This design comes from an exercise in tuning for small area on the open sky130 flow, not from production work. Function was checked by simulation only, so behaviour that the tests miss may differ from the original. No activity file was given, so power comes from the tool's default toggle rates.

### design.v
`timescale 1ns/1ps
package dot_driver_pkg;
  localparam int FRAME_BITS   = 12;
  localparam int DRV_IDX_BITS = 3;
  localparam int ADDR_BITS    = 6;
  localparam int DOT_BITS     = 2;
  typedef logic [ADDR_BITS-1:0]    mem_addr_t;
  typedef logic [DOT_BITS-1:0]     dot_data_t;
  typedef logic [DRV_IDX_BITS-1:0] drv_idx_t;
  typedef logic [FRAME_BITS-1:0]   frame_t;
  typedef enum logic {
    WR_PATTERN = 1'b0,
    WR_CONFIG  = 1'b1
  } wr_cmd_e;
  typedef struct packed {
    wr_cmd_e   cmd;
    drv_idx_t  idx;
    mem_addr_t addr;
    dot_data_t data;
  } mem_write_t;
  typedef struct packed {
    logic      active;
    logic      bank;
    mem_addr_t addr;
  } scan_t;
  typedef enum logic {
    SEQ_IDLE,
    SEQ_SCAN
  } seq_state_e;
  function automatic mem_write_t frame_to_write(frame_t frame);
    frame_to_write = {frame[FRAME_BITS-1],
                      frame[FRAME_BITS-2 -: DRV_IDX_BITS],
                      frame[FRAME_BITS-2-DRV_IDX_BITS -: ADDR_BITS],
                      frame[DOT_BITS-1:0]};
  endfunction
endpackage
`timescale 1ns/1ps
`default_nettype none
module rd_aoi3 (
  input  logic [2:0] d_i,
  input  logic [2:0] s_i,
  output logic       y_no
);
  assign y_no = ~|(d_i & s_i);
endmodule
`default_nettype wire
`timescale 1ns/1ps
`default_nettype none
module dot_driver_top #(
  parameter int NUM_OF_DRIVERS = 8,
  parameter int MEM_LENGTH     = 48
) (
  input  logic                      user_clock2_i,
  input  logic                      arst_n_i,
  input  logic                      sclk_i,
  input  logic                      mosi_i,
  input  logic                      ss_n_i,
  input  logic                      latch_data_i,
  input  logic                      control_trigger_i,
  output logic [2*NUM_OF_DRIVERS-1:0] driver_io_o,   
  output logic                      update_done_o
);
  logic [2:0]  sclk_sync_q;
  logic [1:0]  mosi_sync_q;
  logic [1:0]  ss_n_sync_q;
  logic [3:0]  bit_cnt_q;
  logic [11:0] shift_q;
  logic        sclk_rise;
  logic        frame_done;
  logic        wr_valid_q;
  logic        wr_apply_q;
  always_ff @(posedge user_clock2_i or negedge arst_n_i) begin
    if (!arst_n_i) begin
      sclk_sync_q <= '0;
      ss_n_sync_q <= '1;
    end else begin
      sclk_sync_q <= {sclk_sync_q[1:0], sclk_i};
      ss_n_sync_q <= {ss_n_sync_q[0], ss_n_i};
    end
  end
  always_ff @(posedge user_clock2_i) begin
    mosi_sync_q <= {mosi_sync_q[0], mosi_i};
  end
  assign sclk_rise  = sclk_sync_q[1] && !sclk_sync_q[2];
  assign frame_done = sclk_rise && !ss_n_sync_q[1] && (bit_cnt_q == 4'd11);
  always_ff @(posedge user_clock2_i or negedge arst_n_i) begin
    if (!arst_n_i) begin
      bit_cnt_q <= '0;
    end else if (ss_n_sync_q[1]) begin
      bit_cnt_q <= '0;
    end else if (sclk_rise) begin
      bit_cnt_q <= (bit_cnt_q == 4'd11) ? 4'd0 : bit_cnt_q + 4'd1;
    end
  end
  always_ff @(posedge user_clock2_i) begin
    if (sclk_rise) shift_q <= {shift_q[10:0], mosi_sync_q[1]};
  end
  always_ff @(posedge user_clock2_i or negedge arst_n_i) begin
    if (!arst_n_i) begin
      wr_valid_q <= 1'b0;
      wr_apply_q <= 1'b0;
    end else begin
      wr_valid_q <= frame_done;
      wr_apply_q <= wr_valid_q;
    end
  end
  logic       bank_q;
  logic       done_q;
  logic       active_q;
  logic       k_h_q;
  logic [4:0] k_l_q;
  logic       t_h_q;
  logic [4:0] t_l_q;
  logic       lap0_q;
  logic       p_h_q;
  logic [4:0] p_l_q;
  logic       k_last;
  logic       req;
  logic       cfg_we;
  logic       f_a_h;
  logic [4:0] f_a_l;
  assign req    = wr_apply_q && !shift_q[11] && !(shift_q[7] && shift_q[6]);
  assign cfg_we = wr_apply_q && shift_q[11];
  assign f_a_h  = shift_q[7] || (shift_q[6] && shift_q[5]);
  assign f_a_l  = f_a_h ? 5'(shift_q[7:2] - 6'd24) : shift_q[6:2];
  always_ff @(posedge user_clock2_i or negedge arst_n_i) begin
    if (!arst_n_i) begin
      t_h_q  <= 1'b0;
      t_l_q  <= '0;
      lap0_q <= 1'b1;
    end else if (t_l_q == 5'd23) begin
      t_l_q  <= '0;
      t_h_q  <= ~t_h_q;
      lap0_q <= 1'b0;
    end else begin
      t_l_q <= t_l_q + 5'd1;
    end
  end
  always_ff @(posedge user_clock2_i or negedge arst_n_i) begin
    if (!arst_n_i) begin
      bank_q <= 1'b0;
    end else if (latch_data_i && !active_q) begin
      bank_q <= ~bank_q;
    end
  end
  assign k_last = k_h_q && (k_l_q == 5'd23);
  always_ff @(posedge user_clock2_i or negedge arst_n_i) begin
    if (!arst_n_i) begin
      active_q <= 1'b0;
      k_h_q    <= 1'b0;
      k_l_q    <= '0;
      done_q   <= 1'b0;
    end else begin
      done_q <= active_q && k_last;
      if (!active_q) begin
        if (control_trigger_i && !done_q) active_q <= 1'b1;
      end else if (k_l_q == 5'd23) begin
        k_l_q <= '0;
        k_h_q <= ~k_h_q;
        if (k_h_q) active_q <= 1'b0;
      end else begin
        k_l_q <= k_l_q + 5'd1;
      end
    end
  end
  always_ff @(posedge user_clock2_i) begin
    if (!active_q) begin
      p_h_q <= t_h_q;
      p_l_q <= t_l_q;
    end
  end
  logic       slot_v_q;
  logic [2:0] slot_core_q;
  logic       slot_bank_q;
  logic       slot_a_h_q;
  logic [4:0] slot_a_l_q;
  logic [1:0] slot_data_q;
  logic       match;
  logic       ins47;
  logic       ins23;
  logic       hit;
  assign match = slot_v_q && (slot_a_l_q == t_l_q);
  assign ins47 = match && (slot_a_h_q == t_h_q);
  assign ins23 = match && (slot_a_h_q != t_h_q);
  assign hit   = slot_v_q && (slot_bank_q == bank_q) &&
                 (slot_a_h_q == k_h_q) && (slot_a_l_q == k_l_q);
  always_ff @(posedge user_clock2_i or negedge arst_n_i) begin
    if (!arst_n_i)  slot_v_q <= 1'b0;
    else if (req)   slot_v_q <= 1'b1;
    else if (match) slot_v_q <= 1'b0;
  end
  always_ff @(posedge user_clock2_i) begin
    if (req) begin
      slot_core_q <= shift_q[10:8];
      slot_bank_q <= ~bank_q;
      slot_a_h_q  <= f_a_h;
      slot_a_l_q  <= f_a_l;
      slot_data_q <= shift_q[1:0];
    end
  end
  logic [2*MEM_LENGTH-1:0] rsel;
  always_comb begin
    for (int b = 0; b < 2; b++)
      for (int ph = 0; ph < 2; ph++)
        for (int pl = 0; pl < 24; pl++)
          rsel[b*48 + ph*24 + pl] = active_q && (bank_q == b[0]) &&
                                    (p_h_q == !ph[0]) && (p_l_q == 5'(23 - pl));
  end
  logic [1:0] ring_q   [NUM_OF_DRIVERS][2][MEM_LENGTH];
  logic       invert_q [NUM_OF_DRIVERS];
  logic [1:0] dout_q   [NUM_OF_DRIVERS];
  for (genvar c = 0; c < NUM_OF_DRIVERS; c++) begin : g_core
    logic       sel;
    logic [1:0] ins47_b;
    logic [1:0] ins23_b;
    logic [1:0] rd;
    logic [1:0] val;
    assign sel = (slot_core_q == 3'(c));
    for (genvar b = 0; b < 2; b++) begin : g_bank
      assign ins47_b[b] = ins47 && sel && (slot_bank_q == b[0]);
      assign ins23_b[b] = ins23 && sel && (slot_bank_q == b[0]);
      for (genvar p = 0; p < MEM_LENGTH; p++) begin : g_pos
        always_ff @(posedge user_clock2_i) begin
          if (p == 47) begin
            ring_q[c][b][p] <= ins47_b[b] ? slot_data_q : (ring_q[c][b][0] & {2{!lap0_q}});
          end else if (p == 23) begin
            ring_q[c][b][p] <= ins23_b[b] ? slot_data_q : (ring_q[c][b][24] & {2{!lap0_q}});
          end else begin
            ring_q[c][b][p] <= ring_q[c][b][p+1];
          end
        end
      end
    end
    for (genvar j = 0; j < 2; j++) begin : g_bit
      logic [31:0] y_n;
      for (genvar g = 0; g < 32; g++) begin : g_grp
        rd_aoi3 u_aoi (
          .d_i  ({ring_q[c][(3*g+2)/48][(3*g+2)%48][j],
                  ring_q[c][(3*g+1)/48][(3*g+1)%48][j],
                  ring_q[c][(3*g)/48][(3*g)%48][j]}),
          .s_i  (rsel[3*g +: 3]),
          .y_no (y_n[g])
        );
      end
      assign rd[j] = ~&y_n;
    end
    assign val = (hit && sel) ? slot_data_q : rd;
    always_ff @(posedge user_clock2_i or negedge arst_n_i) begin
      if (!arst_n_i)                       invert_q[c] <= 1'b0;
      else if (cfg_we && shift_q[10:8] == 3'(c)) invert_q[c] <= shift_q[0];
    end
    always_ff @(posedge user_clock2_i or negedge arst_n_i) begin
      if (!arst_n_i) dout_q[c] <= '0;
      else           dout_q[c] <= active_q ? (val ^ {2{invert_q[c]}}) : 2'b00;
    end
    assign driver_io_o[2*c +: 2] = dout_q[c];
  end
  assign update_done_o = done_q;
endmodule
`default_nettype wire
### run.sh
#!/bin/bash
# synth_recipe.tcl (not shown) runs the flow's synth.tcl, then flattens the netlist and writes it again
# the make line also repeats each setting of config.mk as NAME=value (left out here)
make -C /OpenROAD-flow-scripts/flow DESIGN_CONFIG=/design/flow/config.mk WORK_HOME=/design/flow/orfs CLKGATE_MAP_FILE= SYNTH_SCRIPT=/design/flow/synth_recipe.tcl finish
### config.mk
export PLATFORM = sky130hd
export DESIGN_NAME = dot_driver_top
export DESIGN_NICKNAME = dot_driver_top
export VERILOG_FILES = /design/flow/design.v
export SDC_FILE = /design/flow/constraint.sdc
export NUM_CORES = 4
export LEC_CHECK = 0
export CAP_MARGIN = 40
export CORE_MARGIN = 2
export CORE_UTILIZATION = 40
export SLEW_MARGIN = 20
export SYNTH_HIERARCHICAL = 1
### constraint.sdc
create_clock -name core_clock -period 10.0 [get_ports {user_clock2_i}]
set_input_delay 2.0000 -clock core_clock [delete_from_list [all_inputs] [get_ports {user_clock2_i}]]
set_output_delay 2.0000 -clock core_clock [all_outputs]
set_load 0.01 [all_outputs]
==> results of run 1 <==
## synthesized netlist by cell type, drive strengths merged (4+ instances only)
cell type / number
inv: 4
a222oi: 512
nand2: 69
ha: 4
xor2: 7
dfxtp: 1538
nand2b: 13
mux2i: 33
nand3: 14
dfrtp: 49
nor2: 136
edfxtp: 30
or3: 6
xnor2: 16
nor3b: 4
o21ai: 4
nand4: 134
nor3: 7
clkbuf: 35
nor4: 37
nor2b: 71
mux2: 74
## cell families after synthesis
group | Yosys count
DFF | 1620
AOI/OAI and AO/OA | 523
adders and majority gates | 4
xor gates and xnor gates | 23
and+or+nand+nor | 512
buffers and inverters | 39
muxes | 107
## routing by layer
metal  vias to the layer above  global-route usage, %  routed length, microns
met1                     13400                   32.4                   54900
met5                         -                      0                      27
met3                       165                   5.64                   13000
met4                         4                   6.87                    2870
li1                      11900                      -                       -
met2                      1324                   31.8                   51600
## modules after synthesis, one instance, submodules excluded
module          cell area, sq um  flops+latches
dot_driver_top             37300           1620
rd_aoi3                     10.0              0
## worst max-delay path, cell delays in order, from the launching register on
cell and delay [ps]:
dfrtp_1 670, inv_1 370, or3_1 210, buf_8 190, nor2_1 50, buf_4 270, a222oi_1 480, nand4_1 380
nor4_1 870, nand2_1 120, mux2i_1 230, mux2i_1 210
## registers in the layout, indices dropped and copies added (netlist names), 3 cells and up
name         count
slot_core_q      3
dout_q          16
shift_q         12
k_l_q            5
t_l_q            5
bit_cnt_q        4
p_l_q            5
sclk_sync_q      3
ring_q        1536
slot_a_l_q       5
invert_q         8
## metrics by stage
stage	power [uW]	utilization (%)	setup slack, ps	cell area, sq um
after CTS	12400	48.0	5510	50500
after global routing	12700	48.0	5700	50500
after floorplan	6630	-	7350	42500
after global placement	6640	42.9	5320	45100
final	12300	48.0	5840	50500
after detailed placement	6640	43.1	5510	45400
## power by group through the flow
| stage | logic (uW) | clock network [uW] | registers [uW] |
|---|---|---|---|
| 2_1_floorplan | 5.31 | 0 | 6620 |
| 3_3_place_gp | 13.7 | 0 | 6630 |
| 3_5_place_dp | 13.9 | 0 | 6630 |
| 4_1_cts | 14.0 | 5910 | 6480 |
| 5_1_grt | 15.4 | 6180 | 6480 |
| 6_report | 13.3 | 5830 | 6480 |
## worst paths after layout
kind | to | slack [ps] | cells past startpoint | start
hold reg to reg | ring_q[609][0] | 330 | 0 | ring_q[610][0]
min in group asynchronous | dout_q[1][1] | 1380 | 2 | arst_n_i
max in group asynchronous | dout_q[5][1] | 8130 | 2 | arst_n_i
hold / removal | ring_q[609][0] | 330 | 0 | ring_q[610][0]
setup reg to reg | dout_q[4][1] | 5840 | 11 | active_q
setup / recovery | dout_q[4][1] | 5840 | 11 | active_q
## area by class of cell
cell class | count | area [sq um] | share of cell area (%)
clock buffer | 230 | 4420 | 8.75
clock inverter | 55 | 731 | 1.45
inverter | 4 | 15.0 | 0.0297
multi-input combinational | 1169 | 9380 | 18.6
sequential | 1620 | 33000 | 65.3
tap | 1391 | 1740 | 3.44
timing repair buffer | 151 | 1260 | 2.50
==> results.cfg, run 1 <==
[status]
status = complete, no violations

[timing]
slew_headroom_pct = 37.3
fmax_ghz = 0.241
holdWs_ps = 330
setup_viol = 0
fin_skew_ps = 32.7
rsz0062_at_grt = no
setup_tns_ps = 0
period_share_pct = 41.6
worstMarginPinSlew_ps = 931
min_period_ps = 4160
drv_slew = 0
hold_viol = 0

[detailed_routing]
first_pass_iters = 10
vias = 26800
wirelength_microns = 122000
antenna_left = 0
drt_iter0_drc = 5034
wl_per_cell_microns = 26.5
drcViolationCount = 0
avgViaCountPerCell = 5.80

[power]
p_comb_share_pct = 0.1
internal_power_uw = 9820
seq_power_share_pct = 52.6
peakVddDrop_mv = 0.164
p_sw_share_pct = 20.3
power_density_nw_per_um2 = 244
switchingPower_uw = 2500
p_leak_uw = 0.0191
p_clk_share_pct = 47.3

[job]
maxCapViolCount = 0

[die]
rows = 119
die_height_microns = 330
core-area_sq_um = 105000
die_x_microns = 330
dieArea_sq_um = 109000
ios = 24
start_util_pct = 40.3

[worst_setup_path]
cp.arrival_ps = 4820
cp.required_ps = 10670
start_kind = register
worst-path-max-fanout = 25
path_class = register to register
crit_path_end_kind = register

[synthesis]
syn-num-nets = 2839
async_flop_share_pct = 3.21
synth_edf_count = 30
synthAdderAreaFrac_pct = 0.118
yosysWarningCount = 10
ys_seq_area_share_pct = 77.7
yosysUniqueCellTypes = 41
synth-compound-area-share_pct = 12.2
synth_cells = 2828
netlist.area_leader.share_pct = 72.5
synth_top_family_by_area = compound AO/OA/AOI/OAI gates
ys.flop_type = dfxtp_1
synth_area_sq_um = 42500
synth_mux_area_share_pct = 2.74
synth_xor_xnor_area_share_pct = 0.474
synth-seq-cells = 1620
synth_area_leaders = dfxtp_1 (73%), a222oi_1 (12%), dfrtp_1 (2.9%), edfxtp_1 (2.1%), nand4_1 (2.0%)
yosys.area_share.simple_pct = 6.38
syn_avg_cell_area_sq_um = 15.0
synth_top_cell_by_area = dfxtp_1

[global_routing]
grt_overflow_total = 0
antenna_found_initial = 4
grt_max_degree = 53
grt_first_pass_wirelength_microns = 176000
grt_pass1_vias = 26000
track_usage_pct = 22.1

[finish]
num_antenna_cells = 0
mostFrequentLayoutCell = dfxtp_1
final_cells = 4620
area_delta_synth_final_pct = 19.0
fin_nets = 3112
final_cell_mix = dfxtp_1 (1538), a222oi_1 (512), clkbuf_16 (155)
final_layout_size_suffix_gt1_share_pct = 14.3
filler_cell_count = 8990

[clock_tree]
cts_made_buffers = 155
cts_resized = 0
post_cts_buffers = 0
cts_hold_buf = 0
cts_buffer_depth = 3
worst_skew_pair.late_latency_ps = 770
cts_max_level = 4
cts_tree = yes
cts.sinks = 1620
clockRootBuffer = clkbuf_16
path_clk_slew_ps = 60

[place]
dp_hpwl_microns = 79500
gp_congestion = 0.872
io_buffers = 23
dp_cells = 4333

[hold_path]
hold_class = register to register
==> run 2: changes to the inputs <==
--- a/design.v
+++ b/design.v
@@ -46,2 +46,12 @@
 `default_nettype wire
+`default_nettype none
+module ins_mux2i (
+  input  logic a_i,     
+  input  logic b_i,     
+  input  logic s_i,
+  output logic y_no
+);
+  assign y_no = ~(s_i ? b_i : a_i);
+endmodule
+`default_nettype wire
 `timescale 1ns/1ps
@@ -149,4 +159,2 @@
       active_q <= 1'b0;
-      k_h_q    <= 1'b0;
-      k_l_q    <= '0;
       done_q   <= 1'b0;
@@ -156,9 +164,16 @@
         if (control_trigger_i && !done_q) active_q <= 1'b1;
-      end else if (k_l_q == 5'd23) begin
-        k_l_q <= '0;
-        k_h_q <= ~k_h_q;
-        if (k_h_q) active_q <= 1'b0;
-      end else begin
-        k_l_q <= k_l_q + 5'd1;
-      end
+      end else if (k_last) begin
+        active_q <= 1'b0;
+      end
+    end
+  end
+  always_ff @(posedge user_clock2_i) begin
+    if (!active_q || k_last) begin
+      k_h_q <= 1'b0;
+      k_l_q <= '0;
+    end else if (k_l_q == 5'd23) begin
+      k_h_q <= 1'b1;
+      k_l_q <= '0;
+    end else begin
+      k_l_q <= k_l_q + 5'd1;
     end
@@ -178,8 +193,12 @@
   logic       match;
+  logic       hit;
+  assign match = slot_v_q && (slot_a_l_q == t_l_q);
+  logic [1:0] ins_d;
   logic       ins47;
   logic       ins23;
-  logic       hit;
-  assign match = slot_v_q && (slot_a_l_q == t_l_q);
   assign ins47 = match && (slot_a_h_q == t_h_q);
   assign ins23 = match && (slot_a_h_q != t_h_q);
+  logic [1:0] ins_d_n;
+  assign ins_d   = slot_data_q & {2{!lap0_q}};
+  assign ins_d_n = ~ins_d;
   assign hit   = slot_v_q && (slot_bank_q == bank_q) &&
@@ -200,9 +219,7 @@
   end
-  logic [2*MEM_LENGTH-1:0] rsel;
+  logic [MEM_LENGTH-1:0] psel;
   always_comb begin
-    for (int b = 0; b < 2; b++)
-      for (int ph = 0; ph < 2; ph++)
-        for (int pl = 0; pl < 24; pl++)
-          rsel[b*48 + ph*24 + pl] = active_q && (bank_q == b[0]) &&
-                                    (p_h_q == !ph[0]) && (p_l_q == 5'(23 - pl));
+    for (int ph = 0; ph < 2; ph++)
+      for (int pl = 0; pl < 24; pl++)
+        psel[ph*24 + pl] = (p_h_q == !ph[0]) && (p_l_q == 5'(23 - pl));
   end
@@ -219,4 +236,20 @@
     for (genvar b = 0; b < 2; b++) begin : g_bank
-      assign ins47_b[b] = ins47 && sel && (slot_bank_q == b[0]);
-      assign ins23_b[b] = ins23 && sel && (slot_bank_q == b[0]);
+      assign ins47_b[b] = lap0_q || (ins47 && sel && (slot_bank_q == b[0]));
+      assign ins23_b[b] = lap0_q || (ins23 && sel && (slot_bank_q == b[0]));
+      logic [1:0] d47_n;
+      logic [1:0] d23_n;
+      for (genvar j = 0; j < 2; j++) begin : g_ins
+        ins_mux2i u_ins47 (
+          .a_i  (ring_q[c][b][0][j]),
+          .b_i  (ins_d[j]),
+          .s_i  (ins47_b[b]),
+          .y_no (d47_n[j])
+        );
+        ins_mux2i u_ins23 (
+          .a_i  (ring_q[c][b][24][j]),
+          .b_i  (ins_d_n[j]),
+          .s_i  (ins23_b[b]),
+          .y_no (d23_n[j])
+        );
+      end
       for (genvar p = 0; p < MEM_LENGTH; p++) begin : g_pos
@@ -224,5 +257,5 @@
           if (p == 47) begin
-            ring_q[c][b][p] <= ins47_b[b] ? slot_data_q : (ring_q[c][b][0] & {2{!lap0_q}});
+            ring_q[c][b][p] <= d47_n;
           end else if (p == 23) begin
-            ring_q[c][b][p] <= ins23_b[b] ? slot_data_q : (ring_q[c][b][24] & {2{!lap0_q}});
+            ring_q[c][b][p] <= d23_n;
           end else begin
@@ -234,15 +267,17 @@
     for (genvar j = 0; j < 2; j++) begin : g_bit
-      logic [31:0] y_n;
-      for (genvar g = 0; g < 32; g++) begin : g_grp
-        rd_aoi3 u_aoi (
-          .d_i  ({ring_q[c][(3*g+2)/48][(3*g+2)%48][j],
-                  ring_q[c][(3*g+1)/48][(3*g+1)%48][j],
-                  ring_q[c][(3*g)/48][(3*g)%48][j]}),
-          .s_i  (rsel[3*g +: 3]),
-          .y_no (y_n[g])
-        );
-      end
-      assign rd[j] = ~&y_n;
-    end
-    assign val = (hit && sel) ? slot_data_q : rd;
+      logic [1:0] rb;
+      for (genvar b = 0; b < 2; b++) begin : g_rb
+        logic [15:0] y_n;
+        for (genvar g = 0; g < 16; g++) begin : g_grp
+          rd_aoi3 u_aoi (
+            .d_i  ({ring_q[c][b][3*g+2][j], ring_q[c][b][3*g+1][j], ring_q[c][b][3*g][j]}),
+            .s_i  (psel[3*g +: 3]),
+            .y_no (y_n[g])
+          );
+        end
+        assign rb[b] = ~&y_n;
+      end
+      assign rd[j] = bank_q ? rb[1] : rb[0];
+    end
+    assign val = (hit && sel) ? slot_data_q : (rd ^ {2{!p_h_q}});
     always_ff @(posedge user_clock2_i or negedge arst_n_i) begin
--- a/config.mk
+++ b/config.mk
@@ -7,5 +7,9 @@
 export LEC_CHECK = 0
-export CAP_MARGIN = 40
+export CAP_MARGIN = 20
 export CORE_MARGIN = 2
-export CORE_UTILIZATION = 40
+export CORE_UTILIZATION = 80
+export CTS_BUF_LIST = sky130_fd_sc_hd__clkbuf_16
+export CTS_CLUSTER_DIAMETER = 80
+export CTS_CLUSTER_SIZE = 30
+export PLACE_DENSITY = 0.88
 export SLEW_MARGIN = 20
==> run 2 against run 1 <==
Still clean. Final cell count decreased by 21%. Clock power decreased by 49%. Core utilization increased by 39 points. Wire length increased by 9.8%. Sequential share of layout area rose by 6.6 points. Critical path depth is 1 lower. Largest power group unchanged.
==> results.cfg, run 2 <==
[detailed_routing]
wl_per_cell_microns = 36.9
drcViolationCount = 0
vias = 29400
drt_iter0_drc = 7542
antenna_left = 0
first_pass_iters = 14
avgViaCountPerCell = 8.09
wirelength_microns = 134000

[timing]
worstMarginPinSlew_ps = 1360
setup_viol = 0
min_period_ps = 4160
slew_headroom_pct = 9.24
period_share_pct = 41.6
hold_viol = 0
drv_slew = 0
fmax_ghz = 0.241
setup_tns_ps = 0
holdWs_ps = 332
fin_skew_ps = 26.1
rsz0062_at_grt = no

[power]
peakVddDrop_mv = 0.215
power_density_nw_per_um2 = 219
power.total_uw = 10000
p_leak_uw = 0.0169

[finish]
mostFrequentLayoutCell = dfxtp_1
final_cell_mix = dfxtp_1 (1544), a222oi_1 (512), nand4_1 (95)
final_layout_size_suffix_gt1_share_pct = 7.49
final_cells = 3639
area_delta_synth_final_pct = 7.83
design_area_sq_um = 45800
regMostFlops = ring_q
fin_nets = 2945
largest_reg_flops = 1536
filler_cell_count = 2311
top_regs = ring_q x1536, dout_q x16, shift_q x12

[synthesis]
synth_commonest_cells = dfxtp_1 (1544), a222oi_1 (512), nand4_1 (95)
synth_top_cell_by_area = dfxtp_1
ys.flop_type = dfxtp_1
synthMostInstantiatedCell = dfxtp_1
synth_area_sq_um = 42500
yosysUniqueCellTypes = 47
yosysWarningCount = 13
netlist.area_leader.share_pct = 72.7
ys_seq_area_share_pct = 77.5
synth_edf_count = 30
synth_cells = 2807
syn-num-nets = 2818
async_flop_share_pct = 2.84
synth-seq-cells = 1620
syn_avg_cell_area_sq_um = 15.1
synth_area_leaders = dfxtp_1 (73%), a222oi_1 (12%), dfrtp_1 (2.5%), edfxtp_1 (2.1%), mux2i_1 (1.5%)

[clock_tree]
cts_tree = yes
cts_made_buffers = 59
path_clk_slew_ps = 120
cts_buffer_depth = 3
worst_skew_pair.late_latency_ps = 700
cts.sinks = 1620
clockRootBuffer = clkbuf_16
cts_max_level = 2
cts_hold_buf = 0
cts_resized = 0
post_cts_buffers = 0

[worst_setup_path]
path_class = register to register
start_kind = register
cp.arrival_ps = 4730
crit_path_end_kind = register
cp.required_ps = 10570
worst-path-max-fanout = 18

[die]
ios = 24
core-area_sq_um = 52600
die_x_microns = 235
rows = 84
start_util_pct = 80.9
dieArea_sq_um = 55000
die_height_microns = 235

[global_routing]
grt_first_pass_wirelength_microns = 191000
track_usage_pct = 48.1
grt_pass1_vias = 29500
grt_max_degree = 47
antenna_found_initial = 3
grt_overflow_total = 0

[place]
dp_hpwl_microns = 79400
io_buffers = 23
gp_congestion = 1.02
dpl_cell_area_sq_um = 44200
dp_cells = 3559

[status]
status = complete, no violations

[hold_path]
hold_class = register to register

[job]
maxCapViolCount = 0
==> run 2: changes by cell type after synthesis, moves of 14 or more <==
cell      change
mux2_2       -65
a22oi_1      +16
and3_1       +32
nand4_1      -39
nor2b_1      -58
nand4b_1     +30
mux2i_1      +32
a21o_1       +21
o211ai_1     +14
a211o_1      +15
nor2_1       -63
==> run 2: Yosys stat by module, one instance, submodules excluded <==
module | flip-flops and latches | area [sq um] | cells inside
rd_aoi3 | 0 | 10.0 | 1
ins_mux2i | 0 | 10.0 | 1
dot_driver_top | 1620 | 36700 | 2231
==> run 2: metal layers <==
metal	GRT usage (%)	routed length, microns	part of all wire, %
met2	69.8	57100	43
met4	31.3	10500	7.8
met3	18.4	21800	16
met5	0	17	0.013
met1	60.6	45000	33
==> run 2: worst paths after layout <==
kind | slack [ps] | depth (start not counted) | startpoint | end
worst max-delay path | 5840 | 10 | p_l_q[1] | dout_q[2][1]
worst min-delay path | 330 | 0 | ring_q[703][0] | ring_q[702][0]
worst max register to register | 5840 | 10 | p_l_q[1] | dout_q[2][1]
worst min register to register | 330 | 0 | ring_q[703][0] | ring_q[702][0]
max in group asynchronous | 8070 | 2 | arst_n_i | dout_q[2][0]
min in group asynchronous | 1440 | 2 | arst_n_i | bit_cnt_q[0]
==> run 2: critical path, cell delays in order (launching register included) <==
cell	delay, ps
edfxtp_1	570
nand2_1	280
or2_2	490
nor2_2	1080
buf_4	540
a222oi_1	210
nand4_1	150
nor4_1	100
a22oi_1	320
a211o_1	160
nand4_1	100
==> run 2: area by class of cell <==
type | count | area, sq um | area share (%)
Clock buffer | 61 | 1530 | 3.33
Tap cell | 688 | 861 | 1.88
Inverter | 8 | 30.0 | 0.0655
Sequential cell | 1620 | 33000 | 71.9
Multi-Input combinational cell | 1147 | 9560 | 20.9
Timing Repair Buffer | 98 | 832 | 1.82
Clock inverter | 16 | 60.1 | 0.131
Antenna cell | 1 | 2.50 | 0.00546
==> run 2: report_power, final <==
group,internal [uW],switching [uW],leakage (uW)
clock,1100,1850,0.000837
sequential,6520,60.3,0.0134
combinational,185,305,0.00267
==> run 2: cell families (layout without fill, tap and decap cells) <==
logic type	Yosys count	after routing	synth area share [%]
flops	1620	1620	77.5
fa+ha+maj	4	4	0.118
buf+inv	40	183	0.391
mux	74	74	1.77
xor+xnor	22	22	0.471
other cells	0	1	0
compound gates	608	608	13.8
simple gates	439	439	5.89
==> run 2: per-stage QoR <==
step                      util (%)  setup slack [ps]
after floorplan                  -              6470
after global placement        84.0              6290
after detailed placement      84.1              6150
after CTS                     87.1              6080
after global routing          87.2              5920
final                         87.2              5840
==> run 3: changes to the inputs <==
--- a/config.mk
+++ b/config.mk
@@ -9,7 +9,7 @@
 export CORE_MARGIN = 2
-export CORE_UTILIZATION = 80
+export CORE_UTILIZATION = 70
 export CTS_BUF_LIST = sky130_fd_sc_hd__clkbuf_16
-export CTS_CLUSTER_DIAMETER = 80
-export CTS_CLUSTER_SIZE = 30
-export PLACE_DENSITY = 0.88
+export CTS_CLUSTER_DIAMETER = 70
+export CTS_CLUSTER_SIZE = 28
+export PLACE_DENSITY = 0.8
 export SLEW_MARGIN = 20
==> run 3 against run 2 <==
Setup slack lost 22 ps. Synthesized area did not move. Clock power increased by 9.2%.
==> results.cfg, run 3 <==
[status]
status = complete, no violations

[worst_setup_path]
r2r-start = p_l_q[0]
cp.required_ps = 10530
crit_path_end_kind = register
worst-path-max-fanout = 19
cp.arrival_ps = 4710
r2r_cells = 10
rr_endpoint = dout_q[1][1]
reg2reg_setup_slack_ps = 5820
path_class = register to register
start_kind = register

[timing]
hold_viol = 0
drv_slew = 0
fin_skew_ps = 31.7
period_share_pct = 41.8
setup_ws_ps = 5820
setup_tns_ps = 0
slew_headroom_pct = 15.2
rsz0062_at_grt = no
fmax_ghz = 0.239
worstMarginPinSlew_ps = 1270
setup_viol = 0
min_period_ps = 4180

[synthesis]
netlist.area_leader.share_pct = 72.7
synth_commonest_cells = dfxtp_1 (1544), a222oi_1 (512), nand4_1 (95)
synth-compound-area-share_pct = 13.8
synth_mux_area_share_pct = 1.77
synth_edf_count = 30
syn_avg_cell_area_sq_um = 15.1
yosysUniqueCellTypes = 47
synthMostInstantiatedCell = dfxtp_1
synth_top_family_by_area = compound AO/OA/AOI/OAI gates
synth_top_cell_by_area = dfxtp_1
ys.flop_type = dfxtp_1
synth_area_leaders = dfxtp_1 (73%), a222oi_1 (12%), dfrtp_1 (2.5%), edfxtp_1 (2.1%), mux2i_1 (1.5%)
synth_xor_xnor_area_share_pct = 0.471
synth-seq-cells = 1620
synth_cells = 2807
yosysWarningCount = 13
synth_area_sq_um = 42500
yosys.area_share.simple_pct = 5.89
syn-num-nets = 2818
async_flop_share_pct = 2.84
synthAdderAreaFrac_pct = 0.118
ys_seq_area_share_pct = 77.5

[die]
rows = 90
die_height_microns = 250
die_x_microns = 250
ios = 24
dieArea_sq_um = 62700
core-area_sq_um = 60200
start_util_pct = 70.6

[finish]
final_layout_size_suffix_gt1_share_pct = 8.04
top_regs = ring_q x1536, dout_q x16, shift_q x12
multiInputGateArea_sq_um = 9570
area_delta_synth_final_pct = 8.76
regMostFlops = ring_q
final_cell_mix = dfxtp_1 (1544), a222oi_1 (512), nand4_1 (95)
ff_latch_area_sq_um = 33000
postLayoutCoreUtil_pct = 76.7
fin_nets = 2953
largest_reg_flops = 1536
filler_cell_count = 3486
mostFrequentLayoutCell = dfxtp_1

[global_routing]
grt_first_pass_wirelength_microns = 184000
use_met2_pct = 59.7
grt_pass1_vias = 28300
track_usage_pct = 40.2
busiest_layer = met2
grt_overflow_total = 0
antenna_found_initial = 4
use_met1_pct = 52.5
grt_max_degree = 47
use_met3_pct = 12.3

[power]
seq_power_share_pct = 63.9
p_leak_uw = 0.0170
p_sw_share_pct = 21.9
p_comb_share_pct = 4.9
peakVddDrop_mv = 0.156
p_clk_share_pct = 31.3
power_density_nw_per_um2 = 223
internal_power_uw = 8040
switchingPower_uw = 2260

[detailed_routing]
drcViolationCount = 0
vias = 28200
avgViaCountPerCell = 7.54
drt_iter0_drc = 6573
antenna_left = 0
wl_per_cell_microns = 34.4
wirelength_microns = 129000
first_pass_iters = 15

[clock_tree]
path_clk_slew_ps = 110
cts_tree = yes
worst_skew_pair.late_latency_ps = 660
cts_hold_buf = 0
cts.sinks = 1620
post_cts_buffers = 0
cts_buffer_depth = 3
cts_max_level = 3
cts_made_buffers = 68
cts_resized = 0
clockRootBuffer = clkbuf_16

[hold_path]
worstHoldEndpoint = mosi_sync_q[1]
hold_depth = 0
hold_class = register to register
hold_start = mosi_sync_q[0]

[place]
io_buffers = 23
gp_congestion = 0.951
pre_cts_slack_ps = 6150
dp_hpwl_microns = 77100

[job]
maxCapViolCount = 0
## run 3: cell types whose count changed in the layout (fill, tap and decap cells not counted), sizes merged
cell and change:
clkbuf +10, bufinv +2, buf -1, clkinv +1
## run 3: cell families after synthesis
family	Yosys count
muxes	74
AOI/OAI and AO/OA	608
xor gates and xnor gates	22
adders and majority gates	4
and+or+nand+nor	439
DFF	1620
buffers and inverters	40
## run 3: Yosys stat by module, one instance, submodules excluded
module	cell area, sq um	cells inside	copies in the design
dot_driver_top	36700	2231	1
ins_mux2i	10.0	1	64
rd_aoi3	10.0	1	512
## run 3: layout make-up
class,instances,share of cell area (%)
Clock buffer,71,3.84
Clock inverter,19,0.298
Multi-Input combinational cell,1147,20.7
Sequential cell,1620,71.3
Inverter,8,0.0649
Timing Repair Buffer,97,1.69
Antenna cell,1,0.00541
Tap cell,782,2.12
## run 3: power groups by stage
stage	sequential (uW)	combinational, uW	clock [uW]
2_1_floorplan	6700	256	0
3_3_place_gp	6720	459	0
3_5_place_dp	6720	479	0
4_1_cts	6570	484	3220
5_1_grt	6580	515	3430
6_report	6580	502	3220
## run 3: layer usage
| metal | up-vias | routed length (microns) |
|---|---|---|
| met1 | 13900 | 45800 |
| met3 | 498 | 19100 |
| met2 | 2312 | 55500 |
| met5 | - | 53 |
| met4 | 4 | 8220 |
| li1 | 11600 | - |
## run 3: how the worst max path moves through the flow
stage | start | endpoint | depth (start not counted) | slack [ps]
floorplan | p_h_q | dout_q[1][0] | 10 | 6470
global placement | p_h_q | dout_q[1][0] | 10 | 6210
detailed placement | p_h_q | dout_q[1][0] | 10 | 6150
CTS | p_l_q[1] | dout_q[1][1] | 10 | 6070
global route | p_h_q | dout_q[0][1] | 10 | 5840
finish | p_l_q[0] | dout_q[1][1] | 10 | 5820
## run 3: worst max-delay path, stage by stage (launching register included)
cell and delay, ps:
edfxtp_1 550, nand2b_1 320, or2_2 460, nor2_2 910, buf_4 580, a222oi_1 200
nand4_1 250, nor4_1 110, a22oi_1 420, a211o_1 170, nand4_1 70
## run 3: stage by stage
| stage | area [sq um] | hold WS (ps) | instances | total power, uW |
|---|---|---|---|---|
| final | 46200 | 337 | 3745 | 10300 |
| after global routing | 46200 | 347 | 3744 | 10500 |
| after CTS | 46200 | 337 | 3744 | 10300 |
| after detailed placement | 44300 | 313 | 3654 | 7200 |
| after global placement | 44300 | 322 | 3654 | 7180 |
| after floorplan | 42500 | 310 | 2807 | 6950 |
==> run 4: changes to the inputs <==
--- a/design.v
+++ b/design.v
@@ -56,2 +56,10 @@
 `default_nettype wire
+`default_nettype none
+module rd_nand4 (
+  input  logic [3:0] y_ni,
+  output logic       o_o
+);
+  assign o_o = ~&y_ni;
+endmodule
+`default_nettype wire
 `timescale 1ns/1ps
@@ -277,3 +285,7 @@
         end
-        assign rb[b] = ~&y_n;
+        logic [3:0] o;
+        for (genvar q = 0; q < 4; q++) begin : g_q
+          rd_nand4 u_n4 (.y_ni (y_n[4*q +: 4]), .o_o (o[q]));
+        end
+        assign rb[b] = |o;
       end
--- a/config.mk
+++ b/config.mk
@@ -9,7 +9,7 @@
 export CORE_MARGIN = 2
-export CORE_UTILIZATION = 70
+export CORE_UTILIZATION = 80
 export CTS_BUF_LIST = sky130_fd_sc_hd__clkbuf_16
-export CTS_CLUSTER_DIAMETER = 70
-export CTS_CLUSTER_SIZE = 28
-export PLACE_DENSITY = 0.8
+export CTS_CLUSTER_DIAMETER = 80
+export CTS_CLUSTER_SIZE = 30
+export PLACE_DENSITY = 0.88
 export SLEW_MARGIN = 20
==> run 4 against run 3 <==
Final cell count shrank 6.4%. Global-route usage grew 4.6 points. Die area shrank 13%. Clock power shrank 9.3%. Sequential power shrank 0.8%. Wire length shrank 4.6%. Setup slack lost 590 ps. Final area shrank 2.2%. First-iteration DRC count grew 0.70%. Core utilization grew 9.8 points. Total power shrank 6.4%.
==> results.cfg, run 4 <==
[status]
status = complete, no violations

[synthesis]
synth_cells = 2707
synth_area_sq_um = 42100
async_flop_share_pct = 2.84
yosysUniqueCellTypes = 43
synth_edf_count = 30
syn-num-nets = 2718
ys_seq_area_share_pct = 78.4
synth_commonest_cells = dfxtp_1 (1544), a222oi_1 (512), nand4_1 (137)
synth-seq-cells = 1620
netlist.area_leader.share_pct = 73.5
ys.flop_type = dfxtp_1
yosysWarningCount = 13
synthMostInstantiatedCell = dfxtp_1
synth_top_cell_by_area = dfxtp_1
synth_area_leaders = dfxtp_1 (74%), a222oi_1 (12%), mux2i_1 (2.6%), dfrtp_1 (2.6%), edfxtp_1 (2.1%)
syn_avg_cell_area_sq_um = 15.5

[detailed_routing]
antenna_left = 0
drcViolationCount = 0
avgViaCountPerCell = 7.74
first_pass_iters = 14
drt_iter0_drc = 6619
vias = 27100
wl_per_cell_microns = 35.0
wirelength_microns = 123000

[place]
dp_hpwl_microns = 78400
dp_cells = 3430
pre_cts_slack_ps = 5530
gp_congestion = 1.00
io_buffers = 23
dpl_cell_area_sq_um = 43600

[clock_tree]
path_clk_slew_ps = 120
cts_buffer_depth = 3
cts_resized = 0
cts_made_buffers = 59
cts.sinks = 1620
cts_tree = yes
worst_skew_pair.late_latency_ps = 710
clockRootBuffer = clkbuf_16
post_cts_buffers = 0
cts_hold_buf = 0
cts_max_level = 2

[worst_setup_path]
start_kind = register
rr_endpoint = dout_q[2][0]
reg2reg_setup_slack_ps = 5230
worst-path-max-fanout = 32
cp.required_ps = 10620
r2r_cells = 11
path_class = register to register
cp.arrival_ps = 5390
r2r-start = p_h_q
crit_path_end_kind = register

[timing]
worstMarginPinSlew_ps = 1250
fin_skew_ps = 41.9
rsz0062_at_grt = no
setup_ws_ps = 5230
min_period_ps = 4770
hold_viol = 0
drv_slew = 0
period_share_pct = 47.7
fmax_ghz = 0.210
setup_tns_ps = 0
slew_headroom_pct = 16.1
setup_viol = 0

[finish]
regMostFlops = ring_q
mostFrequentLayoutCell = dfxtp_1
largest_reg_flops = 1536
postLayoutCoreUtil_pct = 86.5
final_cell_mix = dfxtp_1 (1544), a222oi_1 (512), nand4_1 (137)
final_cells = 3505
design_area_sq_um = 45200
ff_latch_area_sq_um = 33000
final_layout_size_suffix_gt1_share_pct = 6.33
top_regs = ring_q x1536, dout_q x16, shift_q x12
filler_cell_count = 2318
multiInputGateArea_sq_um = 9260
area_delta_synth_final_pct = 7.48
fin_nets = 2814

[job]
maxCapViolCount = 0

[power]
p_comb_share_pct = 2.1
internal_power_uw = 7650
power_density_nw_per_um2 = 213
seq_power_share_pct = 67.7
p_leak_uw = 0.0168
p_clk_share_pct = 30.2
p_sw_share_pct = 20.6
switchingPower_uw = 1990
peakVddDrop_mv = 0.245

[global_routing]
grt_overflow_total = 0
grt_pass1_vias = 26500
track_usage_pct = 44.8
grt_first_pass_wirelength_microns = 176000
grt_max_degree = 47
antenna_found_initial = 15

[die]
dieArea_sq_um = 54400
die_height_microns = 233
start_util_pct = 80.5
rows = 84
core-area_sq_um = 52200
ios = 24
die_x_microns = 233

[hold_path]
worstHoldEndpoint = ring_q[203][0]
hold_start = ring_q[204][0]
hold_depth = 0
hold_class = register to register
==> run 4: modules after synthesis, one instance, submodules excluded <==
| module | cells | flops+latches | times used | area [sq um] |
|---|---|---|---|---|
| dot_driver_top | 2003 | 1620 | 1 | 35500 |
| rd_aoi3 | 1 | 0 | 512 | 10.0 |
| ins_mux2i | 1 | 0 | 64 | 10.0 |
| rd_nand4 | 1 | 0 | 128 | 6.26 |
==> run 4: worst max-delay path, stage by stage, from the launching register on <==
cell	delay [ps]
edfxtp_1	1110
nor2_1	190
nand2_1	420
nor2_4	40
buf_4	300
a222oi_1	430
nand4_1	330
o41ai_1	860
o21ai_0	360
xnor2_1	210
mux2i_1	210
mux2i_1	200
==> run 4: how the worst max path moves through the flow <==
| stage | start | endpoint | slack (ps) | depth (start not counted) |
|---|---|---|---|---|
| 2_1_floorplan | p_h_q | dout_q[2][0] | 6260 | 12 |
| 3_3_place_gp | p_h_q | dout_q[2][0] | 5650 | 11 |
| 3_5_place_dp | p_h_q | dout_q[2][0] | 5530 | 11 |
| 4_1_cts | p_h_q | dout_q[2][0] | 5480 | 11 |
| 5_1_grt | p_h_q | dout_q[2][0] | 5140 | 11 |
| 6_report | p_h_q | dout_q[2][0] | 5230 | 11 |
==> run 4: power groups by stage <==
| stage | registers [uW] | clock network, uW | logic (uW) |
|---|---|---|---|
| final | 6530 | 2920 | 201 |
| after global routing | 6530 | 3110 | 210 |
| after CTS | 6520 | 2900 | 194 |
| after detailed placement | 6670 | 0 | 192 |
| after global placement | 6670 | 0 | 185 |
| after floorplan | 6660 | 0 | 122 |
==> run 4: cells by family after synthesis <==
logic type	count (synthesis)	synth area share, %
AO/OA/AOI/OAI	564	13.1
AND/OR/NAND/NOR	330	4.44
flip-flops	1620	78.4
multiplexers	118	2.84
XOR/XNOR	38	0.791
adder cells (fa/ha/maj)	4	0.119
buffers and inverters	33	0.321
==> run 4: metrics by stage <==
stage | hold slack [ps] | total power, uW
floorplan | 310 | 6780
global placement | 317 | 6860
detailed placement | 315 | 6860
CTS | 327 | 9610
global route | 322 | 9850
finish | 321 | 9640
==> run 4: cell type report <==
type,count,share of cell area (%)
Antenna cell,5,0.0277
Clock buffer,60,3.32
Inverter,8,0.0664
Multi-Input combinational cell,1054,20.5
Tap cell,688,1.90
Sequential cell,1620,72.9
Clock inverter,10,0.141
Timing Repair Buffer,60,1.12
==> run 4: per-layer routing <==
metal	track usage, %	part of all wire (%)	vias up
met4	30.2	8.3	10
met5	0	0.058	-
met3	13.6	13	513
met1	56.8	34	13300
li1	-	-	11100
met2	66.7	44	2181
==> run 5: changes to the inputs <==
--- a/design.v
+++ b/design.v
@@ -134,3 +134,6 @@
   logic [4:0] p_l_q;
-  logic       k_last;
+  logic       k_end;
+  logic       active_d_q;
+  logic       t_h_d;
+  logic [4:0] t_l_d;
   logic       req;
@@ -143,2 +146,4 @@
   assign f_a_l  = f_a_h ? 5'(shift_q[7:2] - 6'd24) : shift_q[6:2];
+  assign t_l_d = (t_l_q == 5'd23) ? 5'd0 : t_l_q + 5'd1;
+  assign t_h_d = t_h_q ^ (t_l_q == 5'd23);
   always_ff @(posedge user_clock2_i or negedge arst_n_i) begin
@@ -148,8 +153,6 @@
       lap0_q <= 1'b1;
-    end else if (t_l_q == 5'd23) begin
-      t_l_q  <= '0;
-      t_h_q  <= ~t_h_q;
-      lap0_q <= 1'b0;
     end else begin
-      t_l_q <= t_l_q + 5'd1;
+      t_l_q  <= t_l_d;
+      t_h_q  <= t_h_d;
+      if (t_l_q == 5'd23) lap0_q <= 1'b0;
     end
@@ -163,12 +166,14 @@
   end
-  assign k_last = k_h_q && (k_l_q == 5'd23);
+  assign k_end = active_q && active_d_q && k_h_q && (k_l_q == 5'd22);
   always_ff @(posedge user_clock2_i or negedge arst_n_i) begin
     if (!arst_n_i) begin
-      active_q <= 1'b0;
-      done_q   <= 1'b0;
+      active_q   <= 1'b0;
+      active_d_q <= 1'b0;
+      done_q     <= 1'b0;
     end else begin
-      done_q <= active_q && k_last;
+      active_d_q <= active_q;
+      done_q     <= k_end;
       if (!active_q) begin
         if (control_trigger_i && !done_q) active_q <= 1'b1;
-      end else if (k_last) begin
+      end else if (k_end) begin
         active_q <= 1'b0;
@@ -178,3 +183,3 @@
   always_ff @(posedge user_clock2_i) begin
-    if (!active_q || k_last) begin
+    if (!active_d_q) begin
       k_h_q <= 1'b0;
@@ -182,3 +187,3 @@
     end else if (k_l_q == 5'd23) begin
-      k_h_q <= 1'b1;
+      k_h_q <= ~k_h_q;
       k_l_q <= '0;
@@ -190,4 +195,4 @@
     if (!active_q) begin
-      p_h_q <= t_h_q;
-      p_l_q <= t_l_q;
+      p_h_q <= t_h_d;
+      p_l_q <= t_l_d;
     end
@@ -218,4 +223,9 @@
   end
+  logic cfg_p_q;
+  always_ff @(posedge user_clock2_i or negedge arst_n_i) begin
+    if (!arst_n_i) cfg_p_q <= 1'b0;
+    else           cfg_p_q <= cfg_we;
+  end
   always_ff @(posedge user_clock2_i) begin
-    if (req) begin
+    if (req || cfg_we) begin
       slot_core_q <= shift_q[10:8];
@@ -235,3 +245,2 @@
   logic       invert_q [NUM_OF_DRIVERS];
-  logic [1:0] dout_q   [NUM_OF_DRIVERS];
   for (genvar c = 0; c < NUM_OF_DRIVERS; c++) begin : g_core
@@ -296,9 +305,5 @@
       if (!arst_n_i)                       invert_q[c] <= 1'b0;
-      else if (cfg_we && shift_q[10:8] == 3'(c)) invert_q[c] <= shift_q[0];
-    end
-    always_ff @(posedge user_clock2_i or negedge arst_n_i) begin
-      if (!arst_n_i) dout_q[c] <= '0;
-      else           dout_q[c] <= active_q ? (val ^ {2{invert_q[c]}}) : 2'b00;
+      else if (cfg_p_q && slot_core_q == 3'(c)) invert_q[c] <= slot_data_q[0];
     end
-    assign driver_io_o[2*c +: 2] = dout_q[c];
+    assign driver_io_o[2*c +: 2] = active_d_q ? (val ^ {2{invert_q[c]}}) : 2'b00;
   end
--- a/config.mk
+++ b/config.mk
@@ -11,4 +11,4 @@
 export CTS_BUF_LIST = sky130_fd_sc_hd__clkbuf_16
-export CTS_CLUSTER_DIAMETER = 80
-export CTS_CLUSTER_SIZE = 30
+export CTS_CLUSTER_DIAMETER = 70
+export CTS_CLUSTER_SIZE = 28
 export PLACE_DENSITY = 0.88
==> run 5 against run 4 <==
Via count increased by 2.0%. Global-route usage rose by 3.6 points. Critical path depth is the same. Core utilization grew 1.0 points. Register-to-register slack improved by 1500 ps. Die area is 0.76% lower. Sequential power is 2% lower. Critical endpoint is now driver_io_o[9]. Largest power group unchanged.
==> results.cfg, run 5 <==
[clock_tree]
cts_resized = 0
worst_skew_pair.late_latency_ps = 660
cts_tree = yes
path_clk_slew_ps = 100
cts_max_level = 3
post_cts_buffers = 0
cts_buffer_depth = 3
cts.sinks = 1606
cts_made_buffers = 67
clockRootBuffer = clkbuf_16
cts_hold_buf = 0

[status]
status = complete, no violations

[power]
peakVddDrop_mv = 0.220
power.total_uw = 9570
p_leak_uw = 0.0166
power_density_nw_per_um2 = 213

[hold_path]
hold_class = register to register
hold_start = ring_q[632][1]

[synthesis]
synth_commonest_cells = dfxtp_1 (1544), a222oi_1 (512), nand4_1 (137)
synth_area_sq_um = 41700
async_flop_share_pct = 1.99
synth_top_family_by_area = compound AO/OA/AOI/OAI gates
synth_mux_area_share_pct = 2.76
synth_edf_count = 30
synthMostInstantiatedCell = dfxtp_1
syn_avg_cell_area_sq_um = 15.5
yosysWarningCount = 11
synth_area_leaders = dfxtp_1 (74%), a222oi_1 (12%), mux2i_1 (2.5%), edfxtp_1 (2.2%), nand4_1 (2.1%)
ys.flop_type = dfxtp_1
yosys.area_share.simple_pct = 4.50
synth-seq-cells = 1606
synth_xor_xnor_area_share_pct = 0.798
syn-num-nets = 2703
synthAdderAreaFrac_pct = 0.150
synth_top_cell_by_area = dfxtp_1
synth-compound-area-share_pct = 13.3
yosysUniqueCellTypes = 44
ys_seq_area_share_pct = 78.2
synth_cells = 2691
netlist.area_leader.share_pct = 74.1

[place]
dp_cells = 3398
io_buffers = 23
gp_congestion = 0.963
dp_hpwl_microns = 78900

[worst_setup_path]
reg2reg_setup_slack_ps = 6690
critPathSlowestCell = nor2_4
critPathMaxStageDelay_ps = 910
path_cells = nand2b_1, or2_2, nor2_4, a222oi_1, nand4_1, nor4_1, o21ai_0, xnor2_1, mux2i_1, mux2i_1, clkdlybuf4s50_1
worst_path_most_repeated_cell = mux2i_1
worst-path-max-fanout = 32
path_class = register to output pin
cp.arrival_ps = 5660
r2r_cells = 3
crit_end = driver_io_o[9]
crit_path_end_kind = output pin
start_kind = register
critPathLaunch = p_l_q[0]
r2r-start = lap0_q
cp.required_ps = 8000
rr_endpoint = ring_q[239][1]

[global_routing]
use_met3_pct = 17.3
grt_overflow_total = 0
use_met2_pct = 71.5
busiest_layer = met2
grt_first_pass_wirelength_microns = 188000
grt_pass1_vias = 27000
track_usage_pct = 48.5
antenna_found_initial = 13
grt_max_degree = 36
use_met1_pct = 59.8

[detailed_routing]
wl_per_cell_microns = 37.7
drcViolationCount = 0
antenna_left = 0
vias = 27700
drt_iter0_drc = 6443
avgViaCountPerCell = 7.95
wirelength_microns = 131000
first_pass_iters = 22

[timing]
setup_tns_ps = 0
rsz0062_at_grt = no
holdWs_ps = 336
fmax_ghz = 0.131
setup_viol = 0
hold_viol = 0
fin_skew_ps = 36.3
min_period_ps = 7660
slew_headroom_pct = 21.0
drv_slew = 0
period_share_pct = 76.6
worstMarginPinSlew_ps = 1180

[die]
die_height_microns = 232
ios = 24
die_x_microns = 232
start_util_pct = 81.2
rows = 83
dieArea_sq_um = 54000
core-area_sq_um = 51400

[finish]
postLayoutCoreUtil_pct = 87.5
final_layout_size_suffix_gt1_share_pct = 6.22
largest_reg_flops = 1536
final_cell_mix = dfxtp_1 (1544), a222oi_1 (512), nand4_1 (137)
ff_latch_area_sq_um = 32600
fin_nets = 2800
area_delta_synth_final_pct = 7.83
filler_cell_count = 2149
mostFrequentLayoutCell = dfxtp_1
regMostFlops = ring_q
top_regs = ring_q x1536, shift_q x12, invert_q x8
final_cells = 3481
multiInputGateArea_sq_um = 9240

[job]
maxCapViolCount = 0
-- run 5: cell types whose count changed after synthesis, moves of 5 or more --
| cell | before | now |
|---|---|---|
| a21o_2 | 7 | 0 |
| nor2_1 | 71 | 58 |
| and2_1 | 1 | 6 |
| nand2_1 | 27 | 35 |
| a21o_1 | 23 | 33 |
| dfrtp_1 | 43 | 29 |
-- run 5: cells by family (layout without fill, tap and decap cells) --
| group | Yosys count | in the layout |
|---|---|---|
| DFF | 1606 | 1606 |
| muxes | 114 | 114 |
| buffers and inverters | 33 | 141 |
| adders and majority gates | 5 | 5 |
| xor gates and xnor gates | 38 | 38 |
| and+or+nand+nor | 324 | 324 |
| other | 0 | 2 |
| AOI/OAI and AO/OA | 571 | 571 |
-- run 5: through the flow --
stage	setup WS (ps)	cell area [sq um]
floorplan	4220	41700
global placement	3430	43200
detailed placement	3330	43200
CTS	2560	45000
global route	2280	45000
finish	2340	45000
-- run 5: worst min-delay path by stage --
stage               depth (start not counted)             end  slack [ps]
floorplan                                   0  mosi_sync_q[1]         310
global placement                            0  mosi_sync_q[1]         320
detailed placement                          0  ring_q[302][1]         340
CTS                                         0  ring_q[615][1]         340
global route                                0  ring_q[615][1]         340
finish                                      0  ring_q[631][1]         340
-- run 5: critical path, delay by kind of cell, from the launching register on --
family	cells	cell delay (ps)
mux	2	690
simple gates	5	2360
flops	1	560
buf+inv	1	610
xor+xnor	1	150
compound gates	2	630
-- run 5: metal layers --
| metal | vias to the layer above | part of all wire [%] |
|---|---|---|
| met5 | - | 0.078 |
| met3 | 607 | 14 |
| met1 | 13500 | 33 |
| met4 | 16 | 8.9 |
| li1 | 11000 | - |
| met2 | 2480 | 43 |
-- run 5: final cells by class --
cell class,instances,area share (%)
flip-flops and latches,1606,72.5
well taps,680,1.89
multi-input cells,1052,20.5
clock buffers,69,3.84
repair buffers,53,1.05
diodes,2,0.0111
clock inverters,11,0.145
inverters,8,0.0667
-- run 5: power by group --
group | total (uW) | internal [uW] | switching (uW) | leakage [uW]
Combinational | 19.8 | 6.73 | 13.1 | 0.00248
Sequential | 6420 | 6420 | 2.94 | 0.0132
Clock | 3130 | 1260 | 1870 | 0.000908
Total | 9570 | 7680 | 1890 | 0.0166
-- run 5: per-module statistics from Yosys (local to each module, per instance) --
| module | area [sq um] | flip-flops and latches |
|---|---|---|
| dot_driver_top | 35200 | 1606 |
| ins_mux2i | 10.0 | 0 |
| rd_nand4 | 6.26 | 0 |
| rd_aoi3 | 10.0 | 0 |
==> run 6: changes to the inputs <==
==> flow/run.sh (new file) <==
#!/bin/bash
# Layout flow: the standard layout (standard.sh, unchanged synthesis,
# floorplan, power grid, placement, routing), with two arguments changed:
#  - clock tree synthesis clusters about 28 flip-flops per clkbuf_16 leaf
#    buffer (within 70 um) and inserts no dummy loads;
#  - the port buffers that placement adds on every input and output are
#    sky130_fd_sc_hd__buf_1 cells.
# The full output of the standard flow goes to standard.log in this folder;
# ORFS keeps each step's own log under orfs/logs/.
set -euo pipefail
export CTS_ARGS="-sink_clustering_enable -repair_clock_nets -sink_clustering_size 28 -sink_clustering_max_diameter 70 -buf_list sky130_fd_sc_hd__clkbuf_16 -dont_use_dummy_load"
export BUFFER_PORTS_ARGS="-buffer_cell sky130_fd_sc_hd__buf_1"
bash standard.sh > standard.log 2>&1
==> standard.sh (new file) <==
#!/bin/bash
# synth_recipe.tcl (not shown) runs the flow's synth.tcl, then flattens the netlist and writes it again
# the make line also repeats each setting of config.mk as NAME=value (left out here)
make -C /OpenROAD-flow-scripts/flow DESIGN_CONFIG=/design/flow/config.mk WORK_HOME=/design/flow/orfs CLKGATE_MAP_FILE= SYNTH_SCRIPT=/design/flow/synth_recipe.tcl "${@:-finish}"
--- a/config.mk
+++ b/config.mk
@@ -10,5 +10,2 @@
 export CORE_UTILIZATION = 80
-export CTS_BUF_LIST = sky130_fd_sc_hd__clkbuf_16
-export CTS_CLUSTER_DIAMETER = 70
-export CTS_CLUSTER_SIZE = 28
 export PLACE_DENSITY = 0.88
removed: run.sh
==> run 6 against run 5 <==
Final area decreased by 0.48%. Critical path depth is 1 higher. Global-route usage rose by 0.61 points. Sequential share of layout area increased by 0.35 points. Clock skew rose by 29 ps. First-iteration DRC count rose by 12%. Non-clock buffer count grew 6. Synthesized cell count unchanged. Sequential power about the same. Setup slack gained 320 ps.
==> results.cfg, run 6 <==
[finish]
final_cell_mix = dfxtp_1 (1544), a222oi_1 (512), nand4_1 (137)
regMostFlops = ring_q
area_delta_synth_final_pct = 7.32
design_area_sq_um = 44800
final_layout_size_suffix_gt1_share_pct = 6.27
top_regs = ring_q x1536, shift_q x12, invert_q x8
largest_reg_flops = 1536
mostFrequentLayoutCell = dfxtp_1
fin_nets = 2806

[timing]
min_period_ps = 7340
worstMarginPinSlew_ps = 1230
hold_viol = 0
fin_skew_ps = 65.1
holdWs_ps = 315
setup_tns_ps = 0
period_share_pct = 73.4
drv_slew = 0
setup_viol = 0
rsz0062_at_grt = no
slew_headroom_pct = 18.0
fmax_ghz = 0.136

[power]
peakVddDrop_mv = 0.170
p_leak_uw = 0.0165
power.total_uw = 9510
power_density_nw_per_um2 = 212

[worst_setup_path]
start_kind = register
worst_path_most_repeated_cell = mux2i_1
critPathSlowestCell = o41ai_1
path_cells = nand2b_1, or2_2, nor2_2, buf_4, a222oi_1, nand4_1, o41ai_1, o21ai_0, xnor2_1, mux2i_1, mux2i_1, buf_1
cp.arrival_ps = 5340
crit_path_end_kind = output pin
worst-path-max-fanout = 32
path_class = register to output pin
critPathMaxStageDelay_ps = 690
cp.required_ps = 8000

[clock_tree]
cts_made_buffers = 67
cts_resized = 0
cts_buffer_depth = 3
clockRootBuffer = clkbuf_16
worst_skew_pair.late_latency_ps = 650
cts_hold_buf = 0
cts_max_level = 3
path_clk_slew_ps = 100
post_cts_buffers = 0
cts_tree = yes
cts.sinks = 1606

[global_routing]
antenna_found_initial = 12
grt_first_pass_wirelength_microns = 190000
grt_overflow_total = 0
track_usage_pct = 49.1
grt_pass1_vias = 27500
grt_max_degree = 36

[place]
dpl_cell_area_sq_um = 43100
io_buffers = 23
dp_hpwl_microns = 79200
gp_congestion = 0.948

[synthesis]
ys.flop_type = dfxtp_1
syn-num-nets = 2703
netlist.area_leader.share_pct = 74.1
synthMostInstantiatedCell = dfxtp_1
yosysUniqueCellTypes = 44
synth_edf_count = 30
syn_avg_cell_area_sq_um = 15.5
async_flop_share_pct = 1.99
synth_commonest_cells = dfxtp_1 (1544), a222oi_1 (512), nand4_1 (137)
synth_area_sq_um = 41700
synth_top_cell_by_area = dfxtp_1
yosysWarningCount = 11
synth-seq-cells = 1606
synth_area_leaders = dfxtp_1 (74%), a222oi_1 (12%), mux2i_1 (2.5%), edfxtp_1 (2.2%), nand4_1 (2.1%)
synth_cells = 2691
ys_seq_area_share_pct = 78.2

[die]
die_height_microns = 232
dieArea_sq_um = 54000
ios = 24
start_util_pct = 81.2
rows = 83
die_x_microns = 232
core-area_sq_um = 51400

[detailed_routing]
vias = 27900
drcViolationCount = 0
avgViaCountPerCell = 8.03
wirelength_microns = 133000
first_pass_iters = 14
antenna_left = 0
wl_per_cell_microns = 38.1
drt_iter0_drc = 7246

[job]
maxCapViolCount = 0

[hold_path]
hold_class = register to register

[status]
status = complete, no violations
run 6: Yosys stat by module (local to each module, per instance):
| module | cell area, sq um | flip-flops and latches | times used |
|---|---|---|---|
| dot_driver_top | 35200 | 1606 | 1 |
| ins_mux2i | 10.0 | 0 | 64 |
| rd_aoi3 | 10.0 | 0 | 512 |
| rd_nand4 | 6.26 | 0 | 128 |
run 6: final cells by class:
class / count / area (sq um)
timing repair buffer: 59 / 358
fill: 2250 / 6620
multi-input combinational: 1052 / 9240
tap: 680 / 851
inverter: 8 / 30.0
clock buffer: 67 / 1680
sequential: 1606 / 32600
antenna: 6 / 15.0
run 6: stage by stage:
stage               setup slack (ps)  instances  utilization [%]
global route                    2720       3472             87.1
detailed placement              3730       3405             83.8
finish                          2660       3478             87.1
global placement                3850       3405             83.8
CTS                             2920       3472             87.1
floorplan                       4220       2691                -
run 6: kinds of logic after synthesis:
| logic type | after synthesis | synth area share, % |
|---|---|---|
| buf+inv | 33 | 0.333 |
| simple gates | 324 | 4.50 |
| xor+xnor | 38 | 0.798 |
| compound gates | 571 | 13.3 |
| fa+ha+maj | 5 | 0.150 |
| flops | 1606 | 78.2 |
| mux | 114 | 2.76 |
run 6: layer usage:
metal  wire length, microns  track usage, %  share of wire, %
met1                  44400            60.7                34
met5                     43               0             0.032
met2                  57400            73.3                43
met3                  18000            15.2                14
met4                  12700            35.4               9.6
run 6: worst paths after layout:
path                                start  cells after the start        endpoint  slack [ps]
hold reg to reg            sclk_sync_q[0]                      0  sclk_sync_q[1]         310
min in group asynchronous        arst_n_i                      1  sclk_sync_q[2]        1510
max in group asynchronous        arst_n_i                      1  sclk_sync_q[0]        7850
hold / removal             sclk_sync_q[0]                      0  sclk_sync_q[1]         310
setup reg to reg                 t_l_q[2]                      5  ring_q[479][1]        6950
setup / recovery                 p_l_q[1]                     12  driver_io_o[4]        2660
run 6: where the power goes:
group | internal (uW) | switching, uW
combinational | 5.49 | 13.3
sequential | 6420 | 2.69
clock | 1210 | 1860
total | 7640 | 1870
run 6: worst max-delay path: cells and delay by family (launching register included):
kind	cells	cell delay (ps)
compound gates	3	1540
simple gates	4	1520
flops	1	540
buf+inv	2	450
mux	2	390
xor+xnor	1	210

## port drivers added, routing unchanged
In the flow no input, the clock included, has a driving cell. The finished layouts below were timed again as built, in two steps. Step 1, drivers: a clkbuf_16 drives user_clock2_i and a buf_2 each remaining input, both assumed. Step 2 adds t to the input delays and takes it off the output delays; t is the mean of the earliest and latest rising clock arrival at the registers after step 1. Input paths then give back, and output paths get back, about the clock's delay inside the block. Three values: ideal ports, drivers, drivers and shift; two values: the first two.
run	t, ns	setup slack, ns	hold WS [ns]	latest minus earliest clock arrival (ns)	pins driven straight from the clock port
run 1	0.824	5.844 / 5.844 / 5.844	0.330 / 0.330 / 0.330	0.039 / 0.039	1
run 2	0.762	5.845 / 5.845 / 5.845	0.332 / 0.332 / 0.332	0.032 / 0.032	1
run 3	0.711	5.823 / 5.823 / 5.823	0.337 / 0.337 / 0.337	0.033 / 0.034	1
run 4	0.754	5.234 / 5.234 / 5.234	0.321 / 0.321 / 0.321	0.045 / 0.044	1
run 5	0.710	2.339 / 2.273 / 2.983	0.336 / 0.336 / 0.336	0.039 / 0.039	1
run 6	0.685	2.656 / 2.589 / 3.274	0.315 / 0.315 / 0.315	0.066 / 0.066	1
After both steps setup and hold are still met in every run listed.
